What follows belongs to an exercise in optimizing a design on an open flow for small area, a short achievable clock period and few clock cycles per item; a production flow would make more cautious choices. Only simulation tests tie the RTL to the original design; equivalence was not proved. Power is estimated from default activity; no workload was simulated.

==> design/flow/design.v <==
`timescale 1ns/1ps
module kmeans_top #(
    parameter int num_pixels = 100,
    parameter int iterations = 3
) (
    input  logic                clk,
    input  logic                reset,
    input  logic                start,
    output logic [16-1:0]   pixel_addr,
    input  logic signed [16-1:0] a_data,
    input  logic                cluster_id_rdata,
    input  logic                rgb_dark,
    output logic                cluster_id_we,
    output logic                cluster_id_wdata,
    output logic                lab_clear,
    output logic                done_kmeans,
    output logic                done_cluster
);
    localparam int SW = 16;    
    localparam int AW = 7;               
    localparam int QW = 16;              
    localparam int RW = 7;               
    localparam int TW = RW + QW;         
    localparam logic [1:0] M_IDLE = 2'd0;
    localparam logic [1:0] M_RD   = 2'd1;    
    localparam logic [1:0] M_DV   = 2'd2;    
    localparam logic [1:0] M_IL   = 2'd3;    
    localparam logic [AW-1:0] LAST   = AW'(num_pixels - 1);
    localparam logic [AW-1:0] DV_JMP = AW'(128 - QW - 2);
    localparam logic [QW-1:0] C0U = QW'(0 + 32768);
    localparam logic [QW-1:0] C1U = QW'(5 + 32768);
    logic [1:0]    mode;
    logic          pass2;
    logic [AW-1:0] addr;
    logic          ph;       
    logic          ilf;      
    logic          dv, dvf;  
    logic          lv, lvf;  
    logic [SW-1:0] u_q;
    logic          lab_q, sn_q, id_q, dark_q;
    logic [TW-1:0] acc0, acc1;
    logic [AW-1:0] n0, n1;
    logic [7:0]    nd;       
    logic [QW:0]   v;
    logic          fin_q;    
    logic          we_q, wd_q, lc_q, dk_q, dc_q;
    assign pixel_addr       = {{(16-AW){1'b0}}, addr};
    assign cluster_id_we    = we_q;
    assign cluster_id_wdata = wd_q;
    assign lab_clear        = lc_q;
    assign done_kmeans      = dk_q;
    assign done_cluster     = dc_q;
    logic [SW-1:0] u_in;
    logic          sel;
    assign u_in = {~a_data[SW-1], a_data[SW-2:0]};
    assign sel  = ~nd[7] & (|nd);
    logic go, divstep, vclr;
    assign go      = (mode == M_IDLE) && start;
    assign divstep = (mode == M_DV) && (&addr[AW-1:4]);
    assign vclr    = (mode == M_DV) && (addr[3:0] == 4'd0);
    function automatic logic [TW-1:0] dstep(
        input logic [TW-1:0] s,
        input logic [AW-1:0] den
    );
        logic [RW:0]   r2;
        logic [RW+1:0] t;
        r2 = s[TW-1:QW-1];
        t  = {1'b0, r2} - {2'b00, den};
        if (!t[RW+1])
            dstep = {t[RW-1:0], s[QW-2:0], 1'b1};
        else
            dstep = {r2[RW-1:0], s[QW-2:0], 1'b0};
    endfunction
    logic [TW-1:0] ds0, ds1;
    assign ds0 = dstep(acc0, n0);
    assign ds1 = dstep(acc1, n1);
    logic [3:0] bi;
    logic       b0, b1, bq0, bq1;
    assign bi = ~addr[3:0];
    assign b0 = (n0 == '0) ? C0U[bi] : ds0[0];
    assign b1 = (n1 == '0) ? C1U[bi] : ds1[0];
    logic k0, k1;
    assign k0 = (n0 != '0) && !ds0[QW-1] && (|ds0[TW-1:QW]);
    assign k1 = (n1 != '0) && !ds1[QW-1] && (|ds1[TW-1:QW]);
    logic kq0, kq1;
    logic kk0, kk1, xs1, xc1, xs2, xc2, xc3, x0, x1, x2;
    assign kk0 = kq0 & fin_q;
    assign kk1 = kq1 & fin_q;
    assign xs1 = bq0 ^ bq1;
    assign xc1 = bq0 & bq1;
    assign xs2 = kk0 ^ kk1;
    assign xc2 = kk0 & kk1;
    assign xc3 = xs1 & xs2;
    assign x0  = xs1 ^ xs2;
    assign x1  = xc1 ^ xc2 ^ xc3;
    assign x2  = (xc1 & xc2) | (xc1 & xc3) | (xc2 & xc3);
    logic [QW-1:0] vt, vinc, vpre;
    logic          vc1;
    assign vt = v[QW-1:0];
    assign vc1 = (vt[0] & x1) | x2;
    assign vpre[0] = 1'b0;
    assign vpre[1] = vc1;
    for (genvar i = 2; i < QW; i++)
    begin : g_vpre
        assign vpre[i] = vc1 & (&vt[i-1:1]);
    end
    assign vinc = {vt[QW-1:1] ^ vpre[QW-1:1], vt[0] ^ x1};
    always_ff @(posedge clk)
    begin
        u_q    <= u_in;
        lab_q  <= (u_in > v[QW:1]);
        sn_q   <= (a_data < (-10));
        id_q   <= cluster_id_rdata;
        dark_q <= rgb_dark;
    end
    always_ff @(posedge clk)
    begin
        if (go || fin_q)
        begin
            acc0 <= '0;
            acc1 <= '0;
            n0   <= '0;
            n1   <= '0;
            nd   <= '0;
        end
        else if (divstep)
        begin
            acc0 <= ds0;
            acc1 <= ds1;
        end
        else if (lv && !lvf)
        begin
            if (lab_q)
            begin
                acc1 <= acc1 + u_q;
                n1   <= n1 + 1'b1;
                if (sn_q)
                    nd <= nd + 1'b1;
            end
            else
            begin
                acc0 <= acc0 + u_q;
                n0   <= n0 + 1'b1;
                if (sn_q)
                    nd <= nd - 1'b1;
            end
        end
        if (divstep)
        begin
            bq0 <= b0;
            bq1 <= b1;
            kq0 <= k0;
            kq1 <= k1;
        end
        if (go)
            v <= {1'b0, C0U} + {1'b0, C1U};
        else if (vclr)
            v <= '0;
        else if (divstep || fin_q)
            v <= {vinc, x0};
    end
    always_ff @(posedge clk)
    begin
        if (reset)
        begin
            mode  <= M_IDLE;
            pass2 <= 1'b0;
            addr  <= '0;
            ph    <= 1'b0;
            ilf   <= 1'b0;
            dv    <= 1'b0;
            dvf   <= 1'b0;
            lv    <= 1'b0;
            lvf   <= 1'b0;
            fin_q <= 1'b0;
            we_q  <= 1'b0;
            wd_q  <= 1'b0;
            lc_q  <= 1'b0;
            dk_q  <= 1'b0;
            dc_q  <= 1'b0;
        end
        else
        begin
            lv    <= dv;
            lvf   <= dvf;
            dv    <= 1'b0;
            dvf   <= 1'b0;
            fin_q <= 1'b0;
            we_q  <= 1'b0;
            lc_q  <= 1'b0;
            case (mode)
                M_IDLE:
                    if (start)
                    begin
                        dv    <= 1'b1;
                        addr  <= addr + 1'b1;
                        mode  <= M_RD;
                        pass2 <= 1'b0;
                        dk_q  <= 1'b0;
                        dc_q  <= 1'b0;
                    end
                M_RD:
                begin
                    dv <= 1'b1;
                    if (addr == LAST)
                    begin
                        addr <= DV_JMP;
                        mode <= M_DV;
                    end
                    else
                        addr <= addr + 1'b1;
                end
                M_DV:
                begin
                    addr <= addr + 1'b1;
                    if (&addr)
                    begin
                        fin_q <= 1'b1;
                        pass2 <= 1'b1;
                        ph    <= 1'b0;
                        ilf   <= 1'b0;
                        mode  <= pass2 ? M_IL : M_RD;
                    end
                end
                default:  
                begin
                    ph <= ~ph;
                    if (!ph)
                    begin
                        dv   <= (addr <= LAST);
                        dvf  <= ilf;
                        addr <= (addr == '0) ? LAST : addr - 1'b1;
                        if (lv)
                        begin
                            we_q <= 1'b1;
                            if (lvf)
                            begin
                                wd_q <= ~(id_q ^ sel);
                                lc_q <= (id_q ^ sel) | dark_q;
                                dk_q <= 1'b1;
                            end
                            else
                                wd_q <= lab_q;
                        end
                    end
                    else
                    begin
                        if (addr == LAST)
                        begin
                            if (dk_q)
                            begin
                                addr <= '0;
                                dc_q <= 1'b1;
                                mode <= M_IDLE;
                            end
                            else
                                addr <= AW'(1);
                        end
                        else if (!ilf && addr == LAST - 1'b1)
                        begin
                            addr <= '0;
                            ilf  <= 1'b1;
                        end
                        else
                            addr <= addr + 2'd2;
                    end
                end
            endcase
        end
    end
endmodule
==> design/flow/run.sh <==
#!/bin/bash
# synth_recipe.tcl (not shown) runs the flow's synth.tcl, then flattens the netlist and writes it again
# the make line also repeats each setting of config.mk as NAME=value (left out here)
make -C /OpenROAD-flow-scripts/flow DESIGN_CONFIG=/design/flow/config.mk WORK_HOME=/design/flow/orfs CLKGATE_MAP_FILE= SYNTH_SCRIPT=/design/flow/synth_recipe.tcl finish
==> design/flow/config.mk <==
export PLATFORM = sky130hd
export DESIGN_NAME = kmeans_top
export DESIGN_NICKNAME = kmeans_top
export VERILOG_FILES = /design/flow/design.v
export SDC_FILE = /design/flow/constraint.sdc
export NUM_CORES = 4
export LEC_CHECK = 0
export ABC_AREA = 1
export CAP_MARGIN = 20
export CORE_MARGIN = 2
export CORE_UTILIZATION = 40
export SLEW_MARGIN = 20
==> design/flow/constraint.sdc <==
create_clock -name core_clock -period 5.5 [get_ports {clk}]
set_input_delay 1.1000 -clock core_clock [delete_from_list [all_inputs] [get_ports {clk}]]
set_output_delay 1.1000 -clock core_clock [all_outputs]
set_load 0.01 [all_outputs]
==> metrics.csv, run 1 <==
metric,value,unit
run_status,no timing/DRC/antenna violations,
synth_seq_cells,131,
finish.net_count,1709,
avgViaCountPerCell,5.146,
layout-area-overhead-vs-synth,12.12,%
path_depth,8,
gr-total-overflow,0,
routed.top_layer,met4,
endpoint_kind,flop,
comb_power_share,0.449,
critical-path-top-cell-by-count,sky130_fd_sc_hd__buf_4,
maxSlewHeadroom,0.4036,
rr_startpoint,mode[0],
switching_share_of_power,0.4293,
edff_count_synth,4,
detailroute.wirelength.met3,1.157,mm
antennaDiodeCount,0,
place_congestion,0.9472,
synthArstFlopShare,0,
vias,9931,
number_of_antenna_violations_at_the_first_check_in_global_routing,0,
hold_violations,0,
synth_seq_area_share,0.2668,
power.leakage,0.005314,uW
post_synth_main_area_contributors,"sky130_fd_sc_hd__dfxtp_1 25%, sky130_fd_sc_hd__nand2_1 17%, sky130_fd_sc_hd__ha_1 11%",
arrival,3.43,ns
crit_path_required_time,5.84,ns
setup_viol,0,
synth_commonest_cells,"457 x sky130_fd_sc_hd__nand2_1, 205 x sky130_fd_sc_hd__inv_1, 135 x sky130_fd_sc_hd__a21oi_1, 127 x sky130_fd_sc_hd__dfxtp_1, 122 x sky130_fd_sc_hd__nand3_1",
clk_root_buffer_cell,sky130_fd_sc_hd__clkbuf_16,
hold_path.class,flop to flop,
grt_pass1_vias,9564,
setup.reg_to_reg.worst_slack,2.64,ns
rsz_0062_raised_after_global_routing,no,
synthesis.area_per_instance,6.352,um2
cts_hold_buf,0,
setup.worst_path.start,start,
place.port_buffers,32,
cts_resized,0,
cts_buffer_depth,2,
wl_met2,12.30,mm
critPathMaxStageDelay,0.56,ns
crit_chain,"clkdlybuf4s50_1, nand2_1, inv_1, nor2_2, buf_4, clkinv_1, buf_4, nor3b_1",
numCtsBuffers,17,
max_cap_viol,0,
drt_iter0_markers,507,
utilization_of_the_core_after_routing,0.4588,
grt_first_pass_wirelength,46.20,mm
ant_nets,0,
finalWirelength,27.07,mm
netlist.area_leader.share,0.2548,
cp_max_fo,26,
cp-start-kind,input port,
synthesis.yosys.warnings,1,
post_synth_num_cell_types,48,
post-route-period-util,0.5617,
tns,0,ns
cts-htree-levels,4,
hold_path_depth,2,
tritoncts,done,
largest_net_degree_at_the_start_of_global_routing,57,
synth_simple_gate_area_share,0.3360,
crit_type,input port to flop,
synth_area_in_compound_gates,0.1515,
clock-skew-final,0.01119,ns
clk_transition_reported_paths,0.06,ns
min-delay-start,dv,
crit_path_slowest_cell,sky130_fd_sc_hd__clkinv_1,
chipHeight,162.0,um
die_area,26230,um2
cell_internal_pwr,2589,uW
synth_top_family_by_area,simple AND/OR/NAND/NOR gates,
final_layout_size_suffix_gt1_frac,0.03923,
switchingPower,1947,uW
yosys_most_used_dff,sky130_fd_sc_hd__dfxtp_1,
post-cts-setup-buffers,0,
fp-row-count,57,
mappedNetlistArea,9980,um2
floorplan.initialDensity,0.4092,
route.detailed.drc,0,
yosys.area.top_type,sky130_fd_sc_hd__dfxtp_1,
muxShareOfSynthArea,0,
adder_and_majority_gate_portion_of_the_synthesized_area,0.1224,
crit_buf_inv,5,
grt_use_total,0.2150,
wl_per_cell,14.02,um
ir_worst_vdd,0.3172,mV
worst_path_dominant_cell_family,buffers and inverters,
timing.fmax,0.3237,GHz
post_synth_xor_area_fraction,0.02194,
synth_most_common_cell,sky130_fd_sc_hd__nand2_1,
pwr_dens,405.3,nW/um2
sequentialPowerShare,0.281,
insertion_delay,0.43,ns
clock_sink_count,131,
place_hpwl,20.71,mm
whs_endpoint,lv,
pin_count,42,
worst-slew-pin-transition,0.8886,ns
die_w,162.0,um
firstDrtPassIters,5,
synth_cells,1571,
share_clk_of_total_power,0.270,
coreArea,24390,um2
m1WireLength,13.13,mm
rr_endpoint,v[2],
layout_min_cycle_time,3.090,ns
timing_max_transition_violations_final,0,
rr_worst_depth,8,
-- power groups by stage --
stage	Sequential (uW)	Combinational, uW	Clock (uW)
2_1_floorplan	1230	1570	0
3_3_place_gp	1290	2000	0
3_5_place_dp	1290	2010	0
4_1_cts	1270	2030	1250
5_1_grt	1300	2370	1290
6_report	1270	2040	1230
-- tightest hold or removal path: cells and delay by family, from the launching register on --
kind | cells | cell delay, ns
DFF | 1 | 0.29
and+or+nand+nor | 1 | 0.03
buffers and inverters | 1 | 0.04
-- layout by cell type (no fill, tap or decap), drive strengths merged, types with 5 or more instances in the layout --
master / count
nand2: 458
inv: 213
a21oi: 135
dfxtp: 127
nor2: 127
nand3: 123
o21ai: 98
ha: 88
clkdlybuf4s50: 32
nand4: 26
nor3: 25
clkbuf: 21
a31oi: 18
xor2: 16
o211ai: 10
xnor2: 9
conb: 9
or2: 8
nor4: 6
fa: 6
clkinv: 6
nand3b: 5
a211oi: 5
-- cell type report --
| cell class | instances | area (um2) |
|---|---|---|
| Clock buffer | 21 | 491.7 |
| Clock inverter | 10 | 145.1 |
| Fill cell | 2562 | 13200 |
| Inverter | 214 | 803.3 |
| Multi-Input combinational cell | 1195 | 6339 |
| Sequential cell | 131 | 2663 |
| Tap cell | 324 | 405.4 |
| Timing Repair Buffer | 35 | 342.8 |
-- state kept, by name (all words and copies together), names as in the netlist, 2 cells and up --
name and cells:
n0 7, acc0 23, acc1 23, v 17
addr 7, u_q 16, n1 7, nd 8
mode 2
-- stage by stage --
stage | hold WS, ns | setup WS [ns] | cell area (um2) | cells | total power (uW)
after global placement | 0.3983 | 1.964 | 10550 | 1899 | 3290
after detailed placement | 0.3998 | 1.935 | 10550 | 1899 | 3307
after CTS | 0.4059 | 2.366 | 11190 | 1930 | 4553
after floorplan | 0.3883 | 3.049 | 10010 | 1579 | 2803
after global routing | 0.4267 | 2.182 | 11190 | 1930 | 4961
final | 0.4061 | 2.410 | 11190 | 1930 | 4535
-- per-layer routing --
layer  track usage  vias to the layer above
met5             0                        -
met4       0.06597                        0
met3       0.02809                       42
met2        0.3603                      217
met1        0.2881                     4499
li1              -                     5173
-- worst max path at each step --
stage / endpoint / slack (ns)
global route: acc0[2] / 2.18
global placement: acc1[21] / 1.96
floorplan: v[7] / 3.05
detailed placement: acc0[2] / 1.94
finish: n0[4] / 2.41
CTS: n0[4] / 2.37
-- logic make-up after synthesis --
family | count (synthesis)
compound gates | 281
buf+inv | 253
flops | 131
other cells | 1
fa+ha+maj | 94
xor+xnor | 25
simple gates | 786
Testbench counts, summed over its fixed seeds: cycles 30,632, jobs 48.
==> run 2: changes to the inputs <==
--- a/design/flow/config.mk
+++ b/design/flow/config.mk
@@ -7,3 +7,2 @@
 export LEC_CHECK = 0
-export ABC_AREA = 1
 export CAP_MARGIN = 20
==> metrics.csv, run 2 <==
metric,value,unit,change
synthesis.yosys.warnings,1,,unchanged
timing_max_transition_violations_final,0,,unchanged
crit_buf_inv,0,,-5
arrival,3.54,ns,+0.11 ns
clk_transition_reported_paths,0.06,ns,about the same
vias,8354,,-16%
post_synth_num_cell_types,73,,+52%
hold_violations,0,,unchanged
endpoint_kind,flop,,
cts_hold_buf,0,,unchanged
timing.fmax,0.3071,GHz,-5.1%
antennaDiodeCount,0,,unchanged
yosys_most_used_dff,sky130_fd_sc_hd__dfxtp_1,,
grt_pass1_vias,7863,,-18%
yosys.area.top_type,sky130_fd_sc_hd__dfxtp_1,,
clk_root_buffer_cell,sky130_fd_sc_hd__clkbuf_16,,
cts-htree-levels,4,,unchanged
place_hpwl,17.19,mm,-17%
crit_path_required_time,5.79,ns,-0.05 ns
final_layout_size_suffix_gt1_frac,0.05808,,+0.01885
run_status,no timing/DRC/antenna violations,,
grt_first_pass_wirelength,39.71,mm,-14%
synth_seq_area_share,0.2833,,+0.01652
numPlacedInstances,1475,,-22%
clock_sink_count,131,,unchanged
pin_count,42,,unchanged
die_area,24740,um2,-5.7%
die_w,157.3,um,-2.9%
fp-row-count,56,,-1.8%
drt_iter0_markers,453,,-11%
crit_path_slowest_cell,sky130_fd_sc_hd__fa_1,,
synth_cells,1173,,-25%
utilization_of_the_core_after_routing,0.4525,,-0.006304
layout-area-overhead-vs-synth,12.00,%,
synthArstFlopShare,0,,unchanged
finish.net_count,1290,,-25%
cts_resized,0,,unchanged
cp_max_fo,6,,-77%
post-cts-setup-buffers,0,,unchanged
final-instance-count-excl-fill,1507,,-22%
critPathMaxStageDelay,0.51,ns,-0.05 ns
coreArea,23260,um2,-4.6%
cell_internal_pwr,2645,uW,+2.2%
comb_power_share,0.451,,+0.002
netlist.area_leader.share,0.2705,,+0.01577
insertion_delay,0.43,ns,about the same
largest_net_degree_at_the_start_of_global_routing,60,,+5.3%
clock-skew-final,0.008167,ns,-0.003019 ns
wl_per_cell,15.75,um,+12%
worst-slew-pin-transition,0.9001,ns,+0.01150 ns
cts_buffer_depth,2,,unchanged
layout_top_registers,"acc0 (23), acc1 (23), v (17)",,
numCtsBuffers,17,,unchanged
cp-start-kind,flop,,
number_of_antenna_violations_at_the_first_check_in_global_routing,0,,unchanged
hold_path.class,flop to flop,,
hold_ws,0.4374,ns,+0.03131 ns
firstDrtPassIters,4,,-1
share_clk_of_total_power,0.257,,-0.013
floorplan.initialDensity,0.4040,,-0.005161
chipHeight,157.3,um,-2.9%
rr_startpoint,fin_q,,
critical-path-top-cell-by-count,sky130_fd_sc_hd__ha_1,,
crit_chain,"and2_1, ha_1, ha_1, fa_1, ha_1, o2111a_2, nand4_2, nor4_4, nand4_2, nor3_2, xnor2_1, o311ai_1",,
setup_viol,0,,unchanged
maxSlewHeadroom,0.3986,,-0.005030
ant_nets,0,,unchanged
synth_most_common_cell,sky130_fd_sc_hd__dfxtp_1,,
place_congestion,0.8338,,-12%
min-delay-start,dvf,,
report.power.total,4461,uW,-1.6%
post-route-period-util,0.5921,,+0.03035
pwr_dens,423.9,nW/um2,+4.6%
edff_count_synth,4,,unchanged
synth_commonest_cells,"127 x sky130_fd_sc_hd__dfxtp_1, 111 x sky130_fd_sc_hd__a21oi_1, 107 x sky130_fd_sc_hd__nor2_1, 88 x sky130_fd_sc_hd__ha_1, 77 x sky130_fd_sc_hd__nand2_1",,
layout_commonest_cell,sky130_fd_sc_hd__dfxtp_1,,
tns,0,ns,unchanged
switchingPower,1816,uW,-6.7%
switching_share_of_power,0.4070,,-0.02222
synth_seq_cells,131,,unchanged
finalWirelength,23.74,mm,-12%
layout_min_cycle_time,3.257,ns,+0.1669 ns
gr-total-overflow,0,,unchanged
max_cap_viol,0,,unchanged
rsz_0062_raised_after_global_routing,no,,
mappedNetlistArea,9398,um2,-5.8%
synthesis.area_per_instance,8.012,um2,+26%
setup.worst_path.start,fin_q,,
place.port_buffers,32,,unchanged
worst_path_dominant_cell_family,adder cells,,
sequentialPowerShare,0.292,,+0.011
crit_type,flop to flop,,
post_synth_main_area_contributors,"sky130_fd_sc_hd__dfxtp_1 27%, sky130_fd_sc_hd__ha_1 12%, sky130_fd_sc_hd__a21oi_1 5.9%",,
route.detailed.drc,0,,unchanged
grt_use_total,0.1998,,-0.01519
tritoncts,done,,
power.leakage,0.004158,uW,-22%
avgViaCountPerCell,5.543,,+7.7%
ir_worst_vdd,0.3762,mV,+19%
top_library_cells_by_usage_in_the_layout_fill_and_taps_aside,"127 x sky130_fd_sc_hd__dfxtp_1, 110 x sky130_fd_sc_hd__a21oi_1, 107 x sky130_fd_sc_hd__nor2_1",,
-- run 2: cell types whose count changed in the layout (fill, tap and decap cells not counted), moves of 11 or more --
| cell | change |
|---|---|
| sky130_fd_sc_hd__o21ai_0 | -21 |
| sky130_fd_sc_hd__xnor2_1 | +37 |
| sky130_fd_sc_hd__o21a_1 | +19 |
| sky130_fd_sc_hd__inv_1 | -141 |
| sky130_fd_sc_hd__a211oi_1 | +36 |
| sky130_fd_sc_hd__mux2i_1 | +12 |
| sky130_fd_sc_hd__nor3_1 | +11 |
| sky130_fd_sc_hd__nand2_1 | -380 |
| sky130_fd_sc_hd__a21oi_1 | -25 |
| sky130_fd_sc_hd__nand3_1 | -83 |
| sky130_fd_sc_hd__nor2b_1 | +23 |
| sky130_fd_sc_hd__a21o_1 | +16 |
| sky130_fd_sc_hd__nor2_1 | -13 |
-- run 2: worst reg2reg max path: stages, from the launching register on --
cell,delay (ns)
sky130_fd_sc_hd__dfxtp_1,0.45
sky130_fd_sc_hd__and2_1,0.17
sky130_fd_sc_hd__ha_1,0.23
sky130_fd_sc_hd__ha_1,0.19
sky130_fd_sc_hd__fa_1,0.51
sky130_fd_sc_hd__ha_1,0.18
sky130_fd_sc_hd__o2111a_2,0.25
sky130_fd_sc_hd__nand4_2,0.20
sky130_fd_sc_hd__nor4_4,0.29
sky130_fd_sc_hd__nand4_2,0.20
sky130_fd_sc_hd__nor3_2,0.17
sky130_fd_sc_hd__xnor2_1,0.18
sky130_fd_sc_hd__o311ai_1,0.10
-- run 2: layer usage --
layer,vias to the layer above,share of wire,track usage
met1,3905,0.49,0.2742
met3,33,0.032,0.02643
met4,0,0.019,0.06753
met2,137,0.46,0.3231
li1,4279,-,-
met5,-,0,0
-- run 2: kinds of logic (layout without fill, tap and decap cells) --
logic type / after synthesis / after routing / share of synthesized area
simple gates: 378 / 378 / 0.2018
compound gates: 360 / 360 / 0.2496
flops: 131 / 131 / 0.2833
buf+inv: 126 / 133 / 0.05432
fa+ha+maj: 94 / 94 / 0.1299
xor+xnor: 65 / 65 / 0.06058
mux: 18 / 18 / 0.01997
other cells: 1 / 9 / 0.0003990
-- run 2: stage by stage --
stage          cell area [um2]  worst slack [ns]
6_report                 10530             2.243
5_1_grt                  10530             2.047
4_1_cts                  10530             2.231
3_5_place_dp              9925             2.111
3_3_place_gp              9925             2.139
2_1_floorplan             9428             2.616
-- run 2: power groups by stage --
stage,logic (uW),registers [uW],clock network (uW)
6_report,2010,1300,1150
4_1_cts,2010,1300,1170
3_3_place_gp,1980,1320,0
5_1_grt,2280,1330,1210
2_1_floorplan,1610,1230,0
3_5_place_dp,1990,1320,0
-- run 2: final timing paths --
path,to,slack [ns],cells past startpoint
worst min register to register,lvf,0.44,1
worst min-delay path,lvf,0.44,1
worst max-delay path,v[16],2.24,12
worst max register to register,v[16],2.24,12
-- run 2: cell type report --
type                    count  area [um2]
clock buffers              23       509.2
multi-input cells         924        6269
clock inverters             9       91.34
fillers                  2368       12740
repair buffers             36       350.3
flip-flops and latches    131        2663
well taps                 319       399.1
inverters                  65       244.0
==> run 3: changes to the inputs <==
--- a/design/flow/design.v
+++ b/design/flow/design.v
@@ -45,2 +45,3 @@
     logic          fin_q;    
+    logic          divstep;  
     logic          we_q, wd_q, lc_q, dk_q, dc_q;
@@ -56,6 +57,5 @@
     assign sel  = ~nd[7] & (|nd);
-    logic go, divstep, vclr;
-    assign go      = (mode == M_IDLE) && start;
-    assign divstep = (mode == M_DV) && (&addr[AW-1:4]);
-    assign vclr    = (mode == M_DV) && (addr[3:0] == 4'd0);
+    logic idle, vclr;
+    assign idle    = (mode == M_IDLE);
+    assign vclr    = divstep && (addr[3:0] == 4'd0);
     function automatic logic [TW-1:0] dstep(
@@ -107,2 +107,4 @@
     assign vinc = {vt[QW-1:1] ^ vpre[QW-1:1], vt[0] ^ x1};
+    logic [TW-1:0] acc_sum;
+    assign acc_sum = (lab_q ? acc1 : acc0) + TW'(u_q);
     always_ff @(posedge clk)
@@ -117,3 +119,3 @@
     begin
-        if (go || fin_q)
+        if (idle || fin_q)
         begin
@@ -134,3 +136,3 @@
             begin
-                acc1 <= acc1 + u_q;
+                acc1 <= acc_sum;
                 n1   <= n1 + 1'b1;
@@ -141,3 +143,3 @@
             begin
-                acc0 <= acc0 + u_q;
+                acc0 <= acc_sum;
                 n0   <= n0 + 1'b1;
@@ -154,3 +156,3 @@
         end
-        if (go)
+        if (idle)
             v <= {1'b0, C0U} + {1'b0, C1U};
@@ -175,2 +177,3 @@
             fin_q <= 1'b0;
+            divstep <= 1'b0;
             we_q  <= 1'b0;
@@ -188,2 +191,3 @@
             fin_q <= 1'b0;
+            divstep <= 1'b0;
             we_q  <= 1'b0;
@@ -214,3 +218,4 @@
                 begin
-                    addr <= addr + 1'b1;
+                    addr    <= addr + 1'b1;
+                    divstep <= (addr >= DV_JMP + 1'b1) && !(&addr);
                     if (&addr)
--- a/design/flow/config.mk
+++ b/design/flow/config.mk
@@ -7,2 +7,3 @@
 export LEC_CHECK = 0
+export ABC_AREA = 1
 export CAP_MARGIN = 20
==> metrics.csv, run 3 <==
metric,value,unit,change
edff_count_synth,4,,unchanged
route.detailed.drc,0,,unchanged
vias,8512,,+1.9%
number_of_antenna_violations_at_the_first_check_in_global_routing,1,,+1
ir_worst_vdd,0.2648,mV,-30%
crit_chain,"buf_4, inv_2, or2_2, o21ai_0, fa_1, inv_1, nand3_1, nand3_1, nand2_1, nand2_1, nand2_1, nand2_1, nand2_1, nand2_1, nand3_1, a21oi_1",,
gr-total-overflow,0,,unchanged
place_hpwl,18.07,mm,+5.1%
chipHeight,153.2,um,-2.6%
synth_cells,1316,,+12%
synthesis.yosys.warnings,1,,unchanged
clock_sink_count,132,,+0.76%
drt_iter0_markers,583,,+29%
final_layout_size_suffix_gt1_frac,0.05799,,-0.00008824
layout_top_registers,"acc0 (23), acc1 (23), v (17)",,
wl_per_cell,14.81,um,-6.0%
cts_resized,0,,unchanged
critical-path-top-cell-by-count,sky130_fd_sc_hd__nand2_1,,
antennaDiodeCount,0,,unchanged
power.leakage,0.004572,uW,+9.9%
maxSlewHeadroom,0.4674,,+0.06879
cts-htree-levels,4,,unchanged
endpoint_kind,flop,,
run_status,no timing/DRC/antenna violations,,
crit_path_required_time,5.86,ns,+0.07 ns
cp_max_fo,34,,+28
worst_path_dominant_cell_family,simple AND/OR/NAND/NOR gates,,
tns,0,ns,unchanged
rsz_0062_raised_after_global_routing,no,,
hold_path.class,flop to flop,,
critPathMaxStageDelay,0.50,ns,about the same
cts_buffer_depth,2,,unchanged
finalWirelength,24.07,mm,+1.4%
timing_max_transition_violations_final,0,,unchanged
floorplan.initialDensity,0.4080,,+0.003990
switching_share_of_power,0.4174,,+0.01038
grt_use_total,0.2098,,+0.01004
share_clk_of_total_power,0.302,,+0.045
layout_commonest_cell,sky130_fd_sc_hd__nand2_1,,
max_cap_viol,0,,unchanged
tritoncts,done,,
pwr_dens,374.7,nW/um2,-12%
fp-row-count,54,,-3.6%
firstDrtPassIters,5,,+1
cts_hold_buf,0,,unchanged
clock-skew-final,0.01282,ns,+0.004652 ns
post_synth_main_area_contributors,"sky130_fd_sc_hd__dfxtp_1 29%, sky130_fd_sc_hd__nand2_1 12%, sky130_fd_sc_hd__ha_1 10%",,
fillerInstances,2258,,-4.6%
yosys_most_used_dff,sky130_fd_sc_hd__dfxtp_1,,
netlist.area_leader.share,0.2878,,+0.01727
crit_path_slowest_cell,sky130_fd_sc_hd__inv_2,,
synth_seq_cells,132,,+0.76%
clk_root_buffer_cell,sky130_fd_sc_hd__clkbuf_16,,
cell_internal_pwr,2180,uW,-18%
post-route-period-util,0.5621,,-0.03000
final-instance-count-excl-fill,1625,,+7.8%
coreArea,21820,um2,-6.2%
finish.net_count,1431,,+11%
numPlacedInstances,1593,,+8.0%
synth_most_common_cell,sky130_fd_sc_hd__nand2_1,,
ant_nets,0,,unchanged
arrival,3.45,ns,-0.09 ns
pin_count,42,,unchanged
post-cts-setup-buffers,0,,unchanged
synthesis.area_per_instance,6.766,um2,-16%
layout_min_cycle_time,3.092,ns,-0.1650 ns
timing.fmax,0.3235,GHz,+5.3%
clk_transition_reported_paths,0.06,ns,about the same
crit_type,flop to flop,,
top_library_cells_by_usage_in_the_layout_fill_and_taps_aside,"276 x sky130_fd_sc_hd__nand2_1, 168 x sky130_fd_sc_hd__inv_1, 150 x sky130_fd_sc_hd__a21oi_1",,
synth_seq_area_share,0.3013,,+0.01798
largest_net_degree_at_the_start_of_global_routing,59,,-1.7%
mappedNetlistArea,8904,um2,-5.3%
place_congestion,0.8944,,+7.3%
worst-slew-pin-transition,0.7981,ns,-0.1021 ns
cp-start-kind,flop,,
layout-area-overhead-vs-synth,12.17,%,
avgViaCountPerCell,5.238,,-5.5%
hold_violations,0,,unchanged
numCtsBuffers,17,,unchanged
sequentialPowerShare,0.307,,+0.015
synthArstFlopShare,0,,unchanged
utilization_of_the_core_after_routing,0.4576,,+0.005178
setup_viol,0,,unchanged
switchingPower,1562,uW,-14%
post_synth_num_cell_types,52,,-29%
yosys.area.top_type,sky130_fd_sc_hd__dfxtp_1,,
synth_commonest_cells,"276 x sky130_fd_sc_hd__nand2_1, 168 x sky130_fd_sc_hd__inv_1, 150 x sky130_fd_sc_hd__a21oi_1, 144 x sky130_fd_sc_hd__o21ai_0, 128 x sky130_fd_sc_hd__dfxtp_1",,
grt_first_pass_wirelength,40.30,mm,+1.5%
place.port_buffers,32,,unchanged
die_area,23470,um2,-5.1%
comb_power_share,0.390,,-0.061
grt_pass1_vias,8118,,+3.2%
die_w,153.2,um,-2.6%
crit_buf_inv,3,,+3
insertion_delay,0.43,ns,about the same
run 3: changes by cell type after synthesis, sizes merged, moves of 18 or more:
cell and change:
inv +110, xnor2 -36, nand2 +205, nand3 +39, o21a -18, clkbuf -25, a21oi +40, o21ai +72
nor2b -23, a211oi -37
run 3: power groups by stage:
stage                     logic (uW)  clock network, uW  registers, uW
after floorplan                 1080                  0           1140
after global placement          1440                  0           1170
after detailed placement        1440                  0           1170
after CTS                       1460               1150           1150
after global routing            1660               1200           1160
final                           1460               1130           1150
run 3: cell families (layout without fill, tap and decap cells):
group                      count (synthesis)  after routing  share of synthesized area
AOI/OAI and AO/OA                        329            329                     0.1949
xor gates and xnor gates                  25             25                    0.02459
adders and majority gates                 78             78                     0.1138
buffers and inverters                    228            249                     0.1036
DFF                                      132            132                     0.3013
other                                      1              9                  0.0004212
and+or+nand+nor                          523            523                     0.2614
run 3: final cells by class:
type,count,area [um2],area share
clock inverter,14,140.1,0.01403
timing repair buffer,38,365.4,0.03658
tap,280,350.3,0.03508
multi-input combinational,964,5336,0.5343
clock buffer,18,439.2,0.04397
sequential,132,2684,0.2687
inverter,179,671.9,0.06728
run 3: per-layer routing:
layer	part of all wire	GRT usage	wire length [um]
met1	0.47	0.2731	11330
met5	0	0	0
met4	0.023	0.07275	547
met3	0.036	0.02552	872
met2	0.47	0.3591	11330
run 3: worst paths after layout:
check	startpoint	end	slack, ns	depth (start not counted)
hold / removal	dv	lv	0.40	2
setup / recovery	lab_q	acc0[20]	2.41	16
hold reg to reg	dv	lv	0.40	2
setup reg to reg	lab_q	acc0[20]	2.41	16
run 3: stage by stage:
stage	hold WS, ns	worst slack [ns]	cell area, um2	power, uW
after floorplan	0.3883	2.977	8934	2221
after global placement	0.3932	2.568	9408	2613
after detailed placement	0.3986	2.488	9408	2614
after CTS	0.4014	2.460	9987	3756
after global routing	0.4328	2.152	9987	4022
final	0.4014	2.409	9987	3743
run 3: worst register-to-register path: stages (launching register included):
cell and delay, ns:
sky130_fd_sc_hd__dfxtp_1 0.29, sky130_fd_sc_hd__buf_4 0.24, sky130_fd_sc_hd__inv_2 0.51, sky130_fd_sc_hd__or2_2 0.21, sky130_fd_sc_hd__o21ai_0 0.13, sky130_fd_sc_hd__fa_1 0.46
sky130_fd_sc_hd__inv_1 0.13, sky130_fd_sc_hd__nand3_1 0.09, sky130_fd_sc_hd__nand3_1 0.15, sky130_fd_sc_hd__nand2_1 0.07, sky130_fd_sc_hd__nand2_1 0.12, sky130_fd_sc_hd__nand2_1 0.12
sky130_fd_sc_hd__nand2_1 0.13, sky130_fd_sc_hd__nand2_1 0.06, sky130_fd_sc_hd__nand2_1 0.05, sky130_fd_sc_hd__nand3_1 0.09, sky130_fd_sc_hd__a21oi_1 0.16
Testbench counts of run 3, summed over its fixed seeds: cycles 30,632, jobs 48.
==> run 4: changes to the inputs <==
--- a/design/flow/config.mk
+++ b/design/flow/config.mk
@@ -11,2 +11,3 @@
 export CORE_UTILIZATION = 40
+export SETUP_SLACK_MARGIN = 4.0
 export SLEW_MARGIN = 20
==> metrics.csv, run 4 <==
metric,value,unit,change
synth_commonest_cells,"276 x sky130_fd_sc_hd__nand2_1, 168 x sky130_fd_sc_hd__inv_1, 150 x sky130_fd_sc_hd__a21oi_1, 144 x sky130_fd_sc_hd__o21ai_0, 128 x sky130_fd_sc_hd__dfxtp_1",,
setup_viol,0,,unchanged
ant_nets,0,,unchanged
hold_path.class,flop to flop,,
cp_max_fo,4,,-88%
timing_max_transition_violations_final,0,,unchanged
die_w,153.2,um,unchanged
yosys.area.top_type,sky130_fd_sc_hd__dfxtp_1,,
layout_commonest_cell,sky130_fd_sc_hd__nand2_1,,
grt_use_total,0.2529,,+0.04306
post-route-period-util,0.4637,,-0.09842
layout-area-overhead-vs-synth,53.15,%,
tns,0,ns,unchanged
layout_setup_ws,2.950,ns,+0.5413 ns
finalWirelength,32.18,mm,+34%
place_hpwl,17.59,mm,-2.6%
clock-skew-final,0.01663,ns,+0.003811 ns
antennaDiodeCount,0,,unchanged
wl_per_cell,17.93,um,+21%
cts_buffer_depth,2,,unchanged
number_of_antenna_violations_at_the_first_check_in_global_routing,2,,+1
synth_seq_area_share,0.3013,,unchanged
synth_seq_cells,132,,unchanged
insertion_delay,0.45,ns,+0.02 ns
avgViaCountPerCell,5.554,,+6.0%
layout_top_registers,"acc0 (23), acc1 (23), v (17)",,
worst-slew-pin-transition,0.5324,ns,-0.2657 ns
numCtsBuffers,17,,unchanged
largest_net_degree_at_the_start_of_global_routing,30,,-49%
grt_first_pass_wirelength,47.62,mm,+18%
synth_cells,1316,,unchanged
rsz_0062_raised_after_global_routing,yes,,
pwr_dens,382.9,nW/um2,+2.2%
grt_pass1_vias,9354,,+15%
final_layout_size_suffix_gt1_frac,0.4119,,+0.3539
firstDrtPassIters,5,,unchanged
endpoint_kind,flop,,
layout_min_cycle_time,2.550,ns,-0.5413 ns
post_synth_num_cell_types,52,,unchanged
arrival,2.87,ns,-0.58 ns
cts_hold_buf,0,,unchanged
synthesis.area_per_instance,6.766,um2,unchanged
floorplan.initialDensity,0.4080,,unchanged
chipHeight,153.2,um,unchanged
power.leakage,0.005970,uW,+31%
max_cap_viol,0,,unchanged
run_status,no timing/DRC/antenna violations,,
synthesis.yosys.warnings,1,,unchanged
place.port_buffers,32,,unchanged
clock_sink_count,132,,unchanged
place_congestion,0.9184,,+2.7%
fp-row-count,54,,unchanged
ir_worst_vdd,0.3134,mV,+18%
crit_path_required_time,5.82,ns,-0.04 ns
coreArea,21820,um2,unchanged
hold_violations,0,,unchanged
synth_most_common_cell,sky130_fd_sc_hd__nand2_1,,
maxSlewHeadroom,0.6447,,+0.1773
finish.net_count,1602,,+12%
synthArstFlopShare,0,,unchanged
clk_root_buffer_cell,sky130_fd_sc_hd__clkbuf_16,,
clk_transition_reported_paths,0.06,ns,about the same
mappedNetlistArea,8904,um2,unchanged
pre_cts_setup_slack,2.360,ns,-0.1287 ns
post_synth_main_area_contributors,"sky130_fd_sc_hd__dfxtp_1 29%, sky130_fd_sc_hd__nand2_1 12%, sky130_fd_sc_hd__ha_1 10%",,
crit_type,flop to flop,,
edff_count_synth,4,,unchanged
gr-total-overflow,0,,unchanged
die_area,23470,um2,unchanged
top_library_cells_by_usage_in_the_layout_fill_and_taps_aside,"223 x sky130_fd_sc_hd__nand2_1, 137 x sky130_fd_sc_hd__inv_1, 105 x sky130_fd_sc_hd__dfxtp_1",,
netlist.area_leader.share,0.2878,,unchanged
cp-start-kind,flop,,
timing.fmax,0.3921,GHz,+21%
pin_count,42,,unchanged
tritoncts,done,,
cts-htree-levels,4,,unchanged
yosys_most_used_dff,sky130_fd_sc_hd__dfxtp_1,,
vias,9970,,+17%
route.detailed.drc,0,,unchanged
drt_iter0_markers,581,,-0.34%
## run 4: what timing repair did
| action | CTS | global route |
|---|---|---|
| resized for setup | 365 | 237 |
| setup buffers | 108 | 52 |
| gates cloned | 12 | 1 |
| pin swaps | 107 | 123 |
| setup endpoints to repair | 126 | 121 |
## run 4: cell families after synthesis
logic type | Yosys count | share of synthesized area
AOI/OAI and AO/OA | 329 | 0.1949
adders and majority gates | 78 | 0.1138
other | 1 | 0.0004212
buffers and inverters | 228 | 0.1036
and+or+nand+nor | 523 | 0.2614
xor gates and xnor gates | 25 | 0.02459
DFF | 132 | 0.3013
## run 4: critical path, stage by stage (launching register included)
cell and delay (ns):
sky130_fd_sc_hd__edfxtp_1 0.43, sky130_fd_sc_hd__nand2_1 0.08, sky130_fd_sc_hd__inv_1 0.04, sky130_fd_sc_hd__ha_1 0.28
sky130_fd_sc_hd__ha_2 0.17, sky130_fd_sc_hd__fa_1 0.45, sky130_fd_sc_hd__ha_2 0.20, sky130_fd_sc_hd__nor2_4 0.19
sky130_fd_sc_hd__inv_2 0.10, sky130_fd_sc_hd__ha_4 0.17, sky130_fd_sc_hd__a21oi_2 0.12, sky130_fd_sc_hd__o21ai_1 0.07
sky130_fd_sc_hd__o21ai_1 0.07, sky130_fd_sc_hd__nor2_1 0.05
## run 4: power by group
part	internal (uW)	total, uW	switching, uW
clock network	660	1130	466
registers	1070	1160	98.4
logic	1290	2930	1640
## run 4: cell type report
class / instances / area [um2]
fillers: 1793 / 8188
repair inverters: 6 / 57.56
flip-flops and latches: 132 / 2744
well taps: 280 / 350.3
clock buffers: 21 / 471.7
clock inverters: 10 / 97.59
inverters: 179 / 783.3
repair buffers: 200 / 1963
multi-input cells: 967 / 7168
## run 4: worst paths after layout
| kind | start | to | slack (ns) | cells after the start |
|---|---|---|---|---|
| setup reg to reg | kq0 | v[3] | 2.95 | 13 |
| hold reg to reg | dv | lv | 0.39 | 2 |
| setup / recovery | kq0 | v[3] | 2.95 | 13 |
| hold / removal | dv | lv | 0.39 | 2 |
## run 4: routing by layer
metal | part of all wire | global-route usage | routed length [um] | up-vias
met5 | 0 | 0 | 0 | -
met4 | 0.050 | 0.1107 | 1599 | 0
met3 | 0.064 | 0.05245 | 2056 | 137
met2 | 0.49 | 0.4320 | 15810 | 369
met1 | 0.40 | 0.3073 | 12720 | 4729
li1 | - | - | - | 4735
## run 4: per-stage QoR
step	util	hold slack [ns]	total power (uW)	area (um2)	instances
after floorplan	-	0.3883	2322	9425	1324
after global placement	0.4496	0.3902	2686	9812	1591
after detailed placement	0.4496	0.3942	2691	9812	1591
after CTS	0.5665	0.3935	4646	12360	1742
after global routing	0.6248	0.4306	5482	13640	1795
final	0.6248	0.3930	5221	13640	1795
==> run 5: changes to the inputs <==
--- a/design/flow/config.mk
+++ b/design/flow/config.mk
@@ -11,3 +11,3 @@
 export CORE_UTILIZATION = 40
-export SETUP_SLACK_MARGIN = 4.0
+export SETUP_SLACK_MARGIN = 3.2
 export SLEW_MARGIN = 20
==> metrics.csv, run 5 <==
metric,value,unit,change
synthesis.yosys.warnings,1,,unchanged
grt_first_pass_wirelength,41.09,mm,-14%
final_layout_size_suffix_gt1_frac,0.2204,,-0.1915
crit_type,flop to flop,,
synth_commonest_cells,"276 x sky130_fd_sc_hd__nand2_1, 168 x sky130_fd_sc_hd__inv_1, 150 x sky130_fd_sc_hd__a21oi_1, 144 x sky130_fd_sc_hd__o21ai_0, 128 x sky130_fd_sc_hd__dfxtp_1",,
tritoncts,done,,
firstDrtPassIters,5,,unchanged
avgViaCountPerCell,5.366,,-3.4%
synth_seq_cells,132,,unchanged
whs_endpoint,lvf,,
final_area,11440,um2,-16%
edff_count_synth,4,,unchanged
fillerInstances,2144,,+20%
setup.reg_to_reg.worst_slack,2.96,ns,about the same
vias,9026,,-9.5%
rr_worst_depth,12,,-1
numCtsBuffers,17,,unchanged
layout_top_registers,"acc0 (23), acc1 (23), v (17)",,
cts_hold_buf,0,,unchanged
grt_pass1_vias,8292,,-11%
clk_transition_reported_paths,0.06,ns,about the same
chipHeight,153.2,um,unchanged
place.port_buffers,32,,unchanged
maxSlewHeadroom,0.4777,,-0.1670
place_congestion,0.9249,,+0.71%
setup_viol,0,,unchanged
top_library_cells_by_usage_in_the_layout_fill_and_taps_aside,"238 x sky130_fd_sc_hd__nand2_1, 155 x sky130_fd_sc_hd__inv_1, 128 x sky130_fd_sc_hd__a21oi_1",,
floorplan.initialDensity,0.4080,,unchanged
die_area,23470,um2,unchanged
worst-slew-pin-transition,0.7826,ns,+0.2502 ns
post-route-period-util,0.4618,,-0.001918
cp_max_fo,4,,unchanged
coreArea,21820,um2,unchanged
tns,0,ns,unchanged
pwr_dens,366.7,nW/um2,-4.2%
route.detailed.drc,0,,unchanged
rr_endpoint,v[9],,
pre_cts_setup_slack,2.363,ns,+0.003160 ns
drt_iter0_markers,674,,+16%
post_synth_num_cell_types,52,,unchanged
clock_sink_count,132,,unchanged
layout-area-overhead-vs-synth,28.47,%,
max_cap_viol,0,,unchanged
mappedNetlistArea,8904,um2,unchanged
power.leakage,0.005201,uW,-13%
die_w,153.2,um,unchanged
hold_path.class,flop to flop,,
layout_min_cycle_time,2.540,ns,-0.01055 ns
clock-skew-final,0.01069,ns,-0.005939 ns
gr-total-overflow,0,,unchanged
fp-row-count,54,,unchanged
cts_buffer_depth,2,,unchanged
rsz_0062_raised_after_global_routing,yes,,
arrival,2.89,ns,+0.02 ns
cts-htree-levels,4,,unchanged
dpl_cell_area,9437,um2,-3.8%
finalWirelength,26.71,mm,-17%
layout_setup_ws,2.960,ns,+0.01055 ns
synthArstFlopShare,0,,unchanged
hold_path_depth,2,,unchanged
cp-start-kind,flop,,
wl_per_cell,15.88,um,-11%
place_hpwl,18.30,mm,+4.0%
endpoint_kind,flop,,
yosys.area.top_type,sky130_fd_sc_hd__dfxtp_1,,
synthesis.area_per_instance,6.766,um2,unchanged
clk_root_buffer_cell,sky130_fd_sc_hd__clkbuf_16,,
antennaDiodeCount,0,,unchanged
yosys_most_used_dff,sky130_fd_sc_hd__dfxtp_1,,
ir_worst_vdd,0.2930,mV,-6.5%
ant_nets,0,,unchanged
finish.net_count,1488,,-7.1%
number_of_antenna_violations_at_the_first_check_in_global_routing,0,,-2
grt_use_total,0.2160,,-0.03690
run_status,no timing/DRC/antenna violations,,
crit_path_required_time,5.85,ns,+0.03 ns
pin_count,42,,unchanged
hold_violations,0,,unchanged
layout_commonest_cell,sky130_fd_sc_hd__nand2_1,,
synth_most_common_cell,sky130_fd_sc_hd__nand2_1,,
synth_seq_area_share,0.3013,,unchanged
timing_max_transition_violations_final,0,,unchanged
synth_cells,1316,,unchanged
largest_net_degree_at_the_start_of_global_routing,37,,+23%
post_synth_main_area_contributors,"sky130_fd_sc_hd__dfxtp_1 29%, sky130_fd_sc_hd__nand2_1 12%, sky130_fd_sc_hd__ha_1 10%",,
insertion_delay,0.44,ns,about the same
netlist.area_leader.share,0.2878,,unchanged
timing.fmax,0.3938,GHz,+0.42%
rr_startpoint,kq1,,
min-delay-start,dvf,,
## run 5: cell counts after synthesis
Identical to the previous run, type by type.
## run 5: metal layers
metal	share of wire	global-route usage	vias to the layer above	routed length, um
li1	-	-	4509	-
met1	0.43	0.2752	4198	11470
met2	0.49	0.3633	265	13070
met3	0.053	0.04253	54	1420
met4	0.028	0.07760	0	750
met5	0	0	-	0
## run 5: worst max path at each step
stage | startpoint | to
2_1_floorplan | kq0 | v[3]
3_3_place_gp | lab_q | acc0[15]
3_5_place_dp | lab_q | acc1[19]
4_1_cts | kq1 | v[3]
5_1_grt | kq1 | v[3]
6_report | kq1 | v[9]
## run 5: power by group
| group | leakage, uW | internal (uW) | switching (uW) |
|---|---|---|---|
| sequential | 0.00109 | 1060 | 107 |
| clock | 0.000310 | 779 | 471 |
| combinational | 0.00380 | 639 | 1140 |
## run 5: layout make-up
class / instances / area (um2) / share of cell area
clock buffers: 19 / 442.9 / 0.03872
repair inverters: 1 / 8.758 / 0.0007657
flip-flops and latches: 132 / 2719 / 0.2377
multi-input cells: 967 / 6200 / 0.5420
well taps: 280 / 350.3 / 0.03063
clock inverters: 13 / 196.4 / 0.01717
repair buffers: 91 / 819.5 / 0.07165
inverters: 179 / 701.9 / 0.06136
## run 5: kinds of logic after synthesis
group	share of synthesized area
compound gates	0.1949
xor+xnor	0.02459
fa+ha+maj	0.1138
buf+inv	0.1036
flops	0.3013
other cells	0.0004212
simple gates	0.2614
## run 5: worst max-delay path, stage by stage, from the launching register on
cell and delay (ns):
sky130_fd_sc_hd__edfxtp_1 0.39, sky130_fd_sc_hd__nand2_1 0.08, sky130_fd_sc_hd__inv_1 0.04, sky130_fd_sc_hd__ha_1 0.27, sky130_fd_sc_hd__ha_2 0.18, sky130_fd_sc_hd__fa_1 0.50
sky130_fd_sc_hd__ha_2 0.19, sky130_fd_sc_hd__nor2_4 0.06, sky130_fd_sc_hd__inv_2 0.10, sky130_fd_sc_hd__nand4_1 0.18, sky130_fd_sc_hd__o21ai_2 0.20, sky130_fd_sc_hd__a21oi_2 0.08
sky130_fd_sc_hd__a211oi_2 0.21
## run 5: timing repair
action	4_1_cts	5_1_grt
setup endpoints to repair	92	71
pin swaps	17	76
setup buffers	17	37
gates cloned	3	1
resized for setup	82	185
## run 5: metrics by stage
step / cells / total power, uW / utilization / hold WS [ns]
final: 1682 / 4195 / 0.5241 / 0.4045
after CTS: 1644 / 3988 / 0.4771 / 0.4031
after global placement: 1592 / 2613 / 0.4324 / 0.3905
after floorplan: 1324 / 2224 / - / 0.3883
after detailed placement: 1592 / 2620 / 0.4324 / 0.3984
after global routing: 1682 / 4469 / 0.5241 / 0.4214
==> run 6: changes to the inputs <==
--- a/design/flow/config.mk
+++ b/design/flow/config.mk
@@ -11,3 +11,3 @@
 export CORE_UTILIZATION = 40
-export SETUP_SLACK_MARGIN = 3.2
+export SETUP_SLACK_MARGIN = 2.5
 export SLEW_MARGIN = 20
==> metrics.csv, run 6 <==
metric,value,unit,change
layout_commonest_cell,sky130_fd_sc_hd__nand2_1,,
pwr_dens,374.6,nW/um2,+2.2%
cp_max_fo,4,,unchanged
cts_buffer_depth,2,,unchanged
largest_net_degree_at_the_start_of_global_routing,59,,+59%
layout-area-overhead-vs-synth,12.39,%,
edff_count_synth,4,,unchanged
chipHeight,153.2,um,unchanged
synth_most_common_cell,sky130_fd_sc_hd__nand2_1,,
drt_iter0_markers,558,,-17%
place.port_buffers,32,,unchanged
die_w,153.2,um,unchanged
cts_hold_buf,0,,unchanged
worst_path_dominant_cell_family,adder cells,,
mappedNetlistArea,8904,um2,unchanged
worst-slew-pin-transition,0.8118,ns,+0.02917 ns
synth_commonest_cells,"276 x sky130_fd_sc_hd__nand2_1, 168 x sky130_fd_sc_hd__inv_1, 150 x sky130_fd_sc_hd__a21oi_1, 144 x sky130_fd_sc_hd__o21ai_0, 128 x sky130_fd_sc_hd__dfxtp_1",,
place_congestion,0.8944,,-3.3%
dpl_cell_area,9408,um2,-0.30%
tritoncts,done,,
grt_use_total,0.2098,,-0.006159
post-route-period-util,0.4982,,+0.03649
critical-path-top-cell-by-count,sky130_fd_sc_hd__ha_1,,
layout_min_cycle_time,2.740,ns,+0.2007 ns
final_layout_size_suffix_gt1_frac,0.05948,,-0.1609
cp-start-kind,flop,,
numCtsBuffers,17,,unchanged
timing_max_transition_violations_final,0,,unchanged
clk_root_buffer_cell,sky130_fd_sc_hd__clkbuf_16,,
post_synth_main_area_contributors,"sky130_fd_sc_hd__dfxtp_1 29%, sky130_fd_sc_hd__nand2_1 12%, sky130_fd_sc_hd__ha_1 10%",,
tns,0,ns,unchanged
post-cts-setup-buffers,0,,-17
clock-skew-final,0.009473,ns,-0.001218 ns
vias,8530,,-5.5%
timing.fmax,0.3649,GHz,-7.3%
yosys.area.top_type,sky130_fd_sc_hd__dfxtp_1,,
ir_worst_vdd,0.2663,mV,-9.1%
max_cap_viol,0,,unchanged
gr-total-overflow,0,,unchanged
clk_transition_reported_paths,0.06,ns,about the same
die_area,23470,um2,unchanged
endpoint_kind,flop,,
setup_viol,0,,unchanged
avgViaCountPerCell,5.249,,-2.2%
rsz_0062_raised_after_global_routing,no,,
multi_input_area,5341,um2,-14%
route.detailed.drc,0,,unchanged
synth_seq_cells,132,,unchanged
layout_top_registers,"acc0 (23), acc1 (23), v (17)",,
fp-row-count,54,,unchanged
hold_path.class,flop to flop,,
pin_count,42,,unchanged
final_area,10010,um2,-13%
netlist.area_leader.share,0.2878,,unchanged
top_library_cells_by_usage_in_the_layout_fill_and_taps_aside,"275 x sky130_fd_sc_hd__nand2_1, 168 x sky130_fd_sc_hd__inv_1, 150 x sky130_fd_sc_hd__a21oi_1",,
layout.area.seq,2684,um2,-1.3%
utilization_of_the_core_after_routing,0.4585,,-0.06559
yosys_most_used_dff,sky130_fd_sc_hd__dfxtp_1,,
arrival,3.04,ns,+0.15 ns
synth_seq_area_share,0.3013,,unchanged
synthesis.area_per_instance,6.766,um2,unchanged
ant_nets,0,,unchanged
cts-htree-levels,4,,unchanged
critPathMaxStageDelay,0.46,ns,-0.04 ns
run_status,no timing/DRC/antenna violations,,
crit_chain,"nand2_1, inv_1, ha_1, ha_1, fa_1, ha_1, nor2_2, inv_1, ha_1, a21oi_1, o21ai_0, o21ai_0, nor2_1",,
coreArea,21820,um2,unchanged
crit_path_required_time,5.80,ns,-0.05 ns
crit_buf_inv,2,,unchanged
place_hpwl,18.07,mm,-1.2%
crit_type,flop to flop,,
hold_violations,0,,unchanged
grt_first_pass_wirelength,40.30,mm,-1.9%
maxSlewHeadroom,0.4582,,-0.01947
floorplan.initialDensity,0.4080,,unchanged
firstDrtPassIters,4,,-1
synth_cells,1316,,unchanged
synthArstFlopShare,0,,unchanged
synthesis.yosys.warnings,1,,unchanged
finish.net_count,1431,,-3.8%
power.leakage,0.004577,uW,-12%
insertion_delay,0.43,ns,about the same
antennaDiodeCount,0,,unchanged
number_of_antenna_violations_at_the_first_check_in_global_routing,1,,+1
crit_path_slowest_cell,sky130_fd_sc_hd__fa_1,,
finalWirelength,24.14,mm,-9.6%
post_synth_num_cell_types,52,,unchanged
wl_per_cell,14.86,um,-6.5%
clock_sink_count,132,,unchanged
fillerInstances,2254,,+5.1%
grt_pass1_vias,8118,,-2.1%
run 6: repair_timing:
action / CTS / global route
endpoints found under the setup margin: 4 / 19
pin swaps: 0 / 0
resized for setup: 1 / 7
run 6: report_power, final:
group | internal [uW] | switching (uW)
Combinational | 485 | 981
Clock | 647 | 485
Sequential | 1050 | 99.3
Total | 2180 | 1570
run 6: tightest hold or removal path, delay by kind of cell, from the launching register on:
| kind | cells | cell delay [ns] |
|---|---|---|
| buffers and inverters | 1 | 0.04 |
| DFF | 1 | 0.29 |
| and+or+nand+nor | 1 | 0.03 |
run 6: path summary, 6_finish.rpt:
| kind | startpoint | endpoint | slack [ns] | depth (start not counted) |
|---|---|---|---|---|
| max | fin_q | v[3] | 2.76 | 13 |
| min | dv | lv | 0.40 | 2 |
| max reg2reg | fin_q | v[3] | 2.76 | 13 |
| min reg2reg | dv | lv | 0.40 | 2 |
run 6: final cells by class:
cell class,instances,area share
Timing Repair Buffer,38,0.03726
Sequential cell,132,0.2682
Inverter,179,0.06789
Multi-Input combinational cell,964,0.5338
Clock inverter,14,0.01400
Tap cell,280,0.03501
Clock buffer,18,0.04389
run 6: cells by family (layout without fill, tap and decap cells):
kind of cell	Yosys count	in the layout	share of synthesized area
buf+inv	228	249	0.1036
simple gates	523	523	0.2614
flops	132	132	0.3013
xor+xnor	25	25	0.02459
fa+ha+maj	78	78	0.1138
compound gates	329	329	0.1949
other cells	1	9	0.0004212
run 6: through the flow:
stage / total power [uW] / hold slack, ns / worst slack, ns / instances
after global routing: 4029 / 0.4325 / 2.530 / 1625
after detailed placement: 2614 / 0.3986 / 2.488 / 1593
after CTS: 3756 / 0.4014 / 2.605 / 1625
after global placement: 2613 / 0.3932 / 2.568 / 1593
final: 3749 / 0.3999 / 2.760 / 1625
after floorplan: 2221 / 0.3883 / 2.977 / 1324
run 6: routing by layer:
metal / track usage / up-vias / routed length [um]
li1: - / 4388 / -
met1: 0.2731 / 3943 / 11410
met2: 0.3591 / 170 / 11430
met3: 0.02552 / 29 / 855
met4: 0.07275 / 0 / 454
met5: 0 / - / 0
==> run 7: changes to the inputs <==
--- a/design/flow/design.v
+++ b/design/flow/design.v
@@ -28,3 +28,3 @@
     localparam logic [AW-1:0] LAST   = AW'(num_pixels - 1);
-    localparam logic [AW-1:0] DV_JMP = AW'(128 - QW - 2);
+    localparam logic [AW-1:0] DV_JMP = AW'(128 - QW - 3);
     localparam logic [QW-1:0] C0U = QW'(0 + 32768);
@@ -39,3 +39,3 @@
     logic [SW-1:0] u_q;
-    logic          lab_q, sn_q, id_q, dark_q;
+    logic          lab_q, labn_q, sn_q, id_q, dark_q;
     logic [TW-1:0] acc0, acc1;
@@ -43,3 +43,4 @@
     logic [7:0]    nd;       
-    logic [QW:0]   v;
+    logic [QW+1:0] v;
+    logic          fin1_q;   
     logic          fin_q;    
@@ -59,3 +60,3 @@
     assign idle    = (mode == M_IDLE);
-    assign vclr    = divstep && (addr[3:0] == 4'd0);
+    assign vclr    = divstep && (&addr[3:0]);
     function automatic logic [TW-1:0] dstep(
@@ -76,25 +77,19 @@
     assign ds1 = dstep(acc1, n1);
-    logic [3:0] bi;
+    function automatic logic [QW-1:0] due_bits(input logic [QW-1:0] c);
+        for (int i = 0; i < QW; i++)
+            due_bits[i] = c[(QW + 14 - i) % QW];
+    endfunction
+    localparam logic [QW-1:0] C0D = due_bits(C0U);
+    localparam logic [QW-1:0] C1D = due_bits(C1U);
     logic       b0, b1, bq0, bq1;
-    assign bi = ~addr[3:0];
-    assign b0 = (n0 == '0) ? C0U[bi] : ds0[0];
-    assign b1 = (n1 == '0) ? C1U[bi] : ds1[0];
-    logic k0, k1;
-    assign k0 = (n0 != '0) && !ds0[QW-1] && (|ds0[TW-1:QW]);
-    assign k1 = (n1 != '0) && !ds1[QW-1] && (|ds1[TW-1:QW]);
+    assign b0 = (n0 == '0) ? C0D[addr[3:0]] : ds0[0];
+    assign b1 = (n1 == '0) ? C1D[addr[3:0]] : ds1[0];
     logic kq0, kq1;
-    logic kk0, kk1, xs1, xc1, xs2, xc2, xc3, x0, x1, x2;
-    assign kk0 = kq0 & fin_q;
-    assign kk1 = kq1 & fin_q;
-    assign xs1 = bq0 ^ bq1;
-    assign xc1 = bq0 & bq1;
-    assign xs2 = kk0 ^ kk1;
-    assign xc2 = kk0 & kk1;
-    assign xc3 = xs1 & xs2;
-    assign x0  = xs1 ^ xs2;
-    assign x1  = xc1 ^ xc2 ^ xc3;
-    assign x2  = (xc1 & xc2) | (xc1 & xc3) | (xc2 & xc3);
-    logic [QW-1:0] vt, vinc, vpre;
-    logic          vc1;
-    assign vt = v[QW-1:0];
+    logic x0, x1, x2;
+    assign x0 = !fin_q & (bq0 ^ bq1);
+    assign x1 = fin_q ? (kq0 ^ kq1) : (bq0 & bq1);
+    assign x2 = fin_q & kq0 & kq1;
+    logic [QW:0] vt, vinc, vpre;
+    logic        vc1;
+    assign vt = v[QW:0];
     assign vc1 = (vt[0] & x1) | x2;
@@ -102,3 +97,3 @@
     assign vpre[1] = vc1;
-    for (genvar i = 2; i < QW; i++)
+    for (genvar i = 2; i <= QW; i++)
     begin : g_vpre
@@ -106,3 +101,3 @@
     end
-    assign vinc = {vt[QW-1:1] ^ vpre[QW-1:1], vt[0] ^ x1};
+    assign vinc = {vt[QW:1] ^ vpre[QW:1], vt[0] ^ x1};
     logic [TW-1:0] acc_sum;
@@ -112,3 +107,4 @@
         u_q    <= u_in;
-        lab_q  <= (u_in > v[QW:1]);
+        lab_q  <= (u_in > v[QW+1:2]);
+        labn_q <= !(u_in > v[QW+1:2]);
         sn_q   <= (a_data < (-10));
@@ -135,5 +131,14 @@
             if (lab_q)
+                acc1 <= acc_sum;
+            else
+                acc0 <= acc_sum;
+            if (labn_q)
             begin
-                acc1 <= acc_sum;
-                n1   <= n1 + 1'b1;
+                n0 <= n0 + 1'b1;
+                if (sn_q)
+                    nd <= nd - 1'b1;
+            end
+            else
+            begin
+                n1 <= n1 + 1'b1;
                 if (sn_q)
@@ -141,9 +146,2 @@
             end
-            else
-            begin
-                acc0 <= acc_sum;
-                n0   <= n0 + 1'b1;
-                if (sn_q)
-                    nd <= nd - 1'b1;
-            end
         end
@@ -153,10 +151,13 @@
             bq1 <= b1;
-            kq0 <= k0;
-            kq1 <= k1;
+        end
+        if (fin1_q)
+        begin
+            kq0 <= (n0 != '0) && !acc0[QW-1] && (|acc0[TW-1:QW]);
+            kq1 <= (n1 != '0) && !acc1[QW-1] && (|acc1[TW-1:QW]);
         end
         if (idle)
-            v <= {1'b0, C0U} + {1'b0, C1U};
+            v <= {({1'b0, C0U} + {1'b0, C1U}), 1'b0};
         else if (vclr)
             v <= '0;
-        else if (divstep || fin_q)
+        else if (divstep || fin1_q || fin_q)
             v <= {vinc, x0};
@@ -176,2 +177,3 @@
             lvf   <= 1'b0;
+            fin1_q <= 1'b0;
             fin_q <= 1'b0;
@@ -190,3 +192,4 @@
             dvf   <= 1'b0;
-            fin_q <= 1'b0;
+            fin1_q <= 1'b0;
+            fin_q <= fin1_q;
             divstep <= 1'b0;
@@ -219,6 +222,6 @@
                     addr    <= addr + 1'b1;
-                    divstep <= (addr >= DV_JMP + 1'b1) && !(&addr);
+                    divstep <= (addr >= DV_JMP + 1'b1) && (addr <= 7'd125);
+                    fin1_q  <= (addr == 7'd126);
                     if (&addr)
                     begin
-                        fin_q <= 1'b1;
                         pass2 <= 1'b1;
@@ -247,3 +250,3 @@
                             else
-                                wd_q <= lab_q;
+                                wd_q <= !labn_q;
                         end
==> metrics.csv, run 7 <==
metric,value,unit,change
ant_nets,0,,unchanged
clock_sink_count,135,,+2.3%
run_status,no timing/DRC/antenna violations,,
tritoncts,done,,
grt_use_total,0.2051,,-0.004749
worst_path_dominant_cell_family,flip-flops,,
clk_transition_reported_paths,0.06,ns,about the same
largest_net_degree_at_the_start_of_global_routing,56,,-5.1%
sequentialPowerShare,0.327,,+0.020
power.leakage,0.004586,uW,+0.20%
crit_buf_inv,1,,-1
drt_iter0_markers,468,,-16%
hold_path.class,flop to flop,,
final-instance-count-excl-fill,1693,,+4.2%
route.detailed.drc,0,,unchanged
maxSlewHeadroom,0.3179,,-0.1403
post-route-period-util,0.5095,,+0.01121
layout-area-overhead-vs-synth,11.35,%,
critPathMaxStageDelay,0.63,ns,+0.17 ns
pwr_dens,348.5,nW/um2,-7.0%
finalWirelength,24.16,mm,about the same
synthArstFlopShare,0,,unchanged
coreArea,22710,um2,+4.1%
timing_max_transition_violations_final,0,,unchanged
avgViaCountPerCell,5.143,,-2.0%
gr-total-overflow,0,,unchanged
clock-skew-final,0.01038,ns,+0.0009036 ns
crit_type,flop to primary output,,
number_of_antenna_violations_at_the_first_check_in_global_routing,0,,-1
firstDrtPassIters,6,,+2
floorplan.initialDensity,0.4093,,+0.001275
synth_seq_cells,135,,+2.3%
post_synth_main_area_contributors,"sky130_fd_sc_hd__dfxtp_1 28%, sky130_fd_sc_hd__nand2_1 12%, sky130_fd_sc_hd__ha_1 10%",,
hold_ws,0.4050,ns,+0.005093 ns
layout_commonest_cell,sky130_fd_sc_hd__nand2_1,,
insertion_delay,0.43,ns,about the same
arrival,1.70,ns,-1.34 ns
share_clk_of_total_power,0.305,,+0.003
cp_max_fo,13,,+9
cell_internal_pwr,2131,uW,-2.4%
synthesis.yosys.warnings,1,,unchanged
layout_top_registers,"acc0 (23), acc1 (23), v (18)",,
crit_path_required_time,4.40,ns,-1.40 ns
crit_path_slowest_cell,sky130_fd_sc_hd__dfxtp_1,,
top_library_cells_by_usage_in_the_layout_fill_and_taps_aside,"294 x sky130_fd_sc_hd__nand2_1, 229 x sky130_fd_sc_hd__inv_1, 130 x sky130_fd_sc_hd__dfxtp_1",,
clk_root_buffer_cell,sky130_fd_sc_hd__clkbuf_16,,
worst-slew-pin-transition,1.023,ns,+0.2114 ns
antennaDiodeCount,0,,unchanged
die_w,156.4,um,+2.1%
place.port_buffers,32,,unchanged
layout.area.seq,2746,um2,+2.3%
timing.fmax,0.3569,GHz,-2.2%
rsz_0062_raised_after_global_routing,no,,
cts_buffer_depth,2,,unchanged
fp-row-count,55,,+1.9%
numPlacedInstances,1661,,+4.3%
die_area,24470,um2,+4.3%
netlist.area_leader.share,0.2822,,-0.005627
pin_count,42,,unchanged
chipHeight,156.4,um,+2.1%
wl_per_cell,14.27,um,-3.9%
comb_power_share,0.368,,-0.023
synth_cells,1376,,+4.6%
fillerInstances,2382,,+5.7%
setup.reg_to_reg.worst_slack,2.83,ns,+0.07 ns
yosys.area.top_type,sky130_fd_sc_hd__dfxtp_1,,
crit_chain,clkdlybuf4s50_1,,
finish.net_count,1494,,+4.4%
layout_min_cycle_time,2.802,ns,+0.06166 ns
vias,8707,,+2.1%
synthesis.area_per_instance,6.754,um2,-0.17%
[run 7: layout make-up]
| class | count | share of cell area |
|---|---|---|
| flip-flops and latches | 135 | 0.2654 |
| well taps | 285 | 0.03446 |
| clock inverters | 13 | 0.01173 |
| inverters | 238 | 0.08633 |
| clock buffers | 19 | 0.04183 |
| multi-input cells | 967 | 0.5264 |
| repair buffers | 36 | 0.03385 |
[run 7: stage by stage]
stage / area (um2) / total power, uW / utilization / setup WS [ns]
after CTS: 10350 / 3637 / 0.4556 / 2.606
final: 10350 / 3606 / 0.4557 / 2.698
after floorplan: 9324 / 2155 / - / 2.787
after global routing: 10350 / 3856 / 0.4557 / 2.562
after global placement: 9791 / 2521 / 0.4311 / 2.326
after detailed placement: 9791 / 2523 / 0.4311 / 2.201
[run 7: timing repair]
item / CTS / global route
resized for setup: 1 / 2
endpoints found under the setup margin: 34 / 17
endpoints found under the hold margin: 0 / 0
pin swaps: 0 / 0
gates cloned: 0 / 0
[run 7: cell families after synthesis]
group	after synthesis	share of synthesized area
compound gates	287	0.1718
simple gates	561	0.2723
other cells	1	0.0004035
flops	135	0.2951
buf+inv	282	0.1220
xor+xnor	32	0.03016
fa+ha+maj	78	0.1082
[run 7: routing by layer]
metal / wire [um] / vias to the layer above / GRT usage
li1: - / 4544 / -
met1: 11970 / 3983 / 0.2739
met2: 11070 / 154 / 0.3421
met3: 710 / 26 / 0.02742
met4: 415 / 0 / 0.06728
met5: 0 / - / 0
[run 7: path summary, 6_finish.rpt]
path / start / to / cells past startpoint
min: dvf / lvf / 2
max reg2reg: lab_q / acc1[20] / 15
min reg2reg: dvf / lvf / 2
max: addr[0] / pixel_addr[0] / 1
[run 7: power by group through the flow]
| stage | Clock (uW) | Combinational, uW | Sequential (uW) |
|---|---|---|---|
| after floorplan | 0 | 1000 | 1150 |
| after global placement | 0 | 1320 | 1200 |
| after detailed placement | 0 | 1320 | 1200 |
| after CTS | 1130 | 1330 | 1180 |
| after global routing | 1160 | 1500 | 1190 |
| final | 1100 | 1330 | 1180 |
Testbench counts of run 7, summed over its fixed seeds: cycles 30,728, jobs 48.
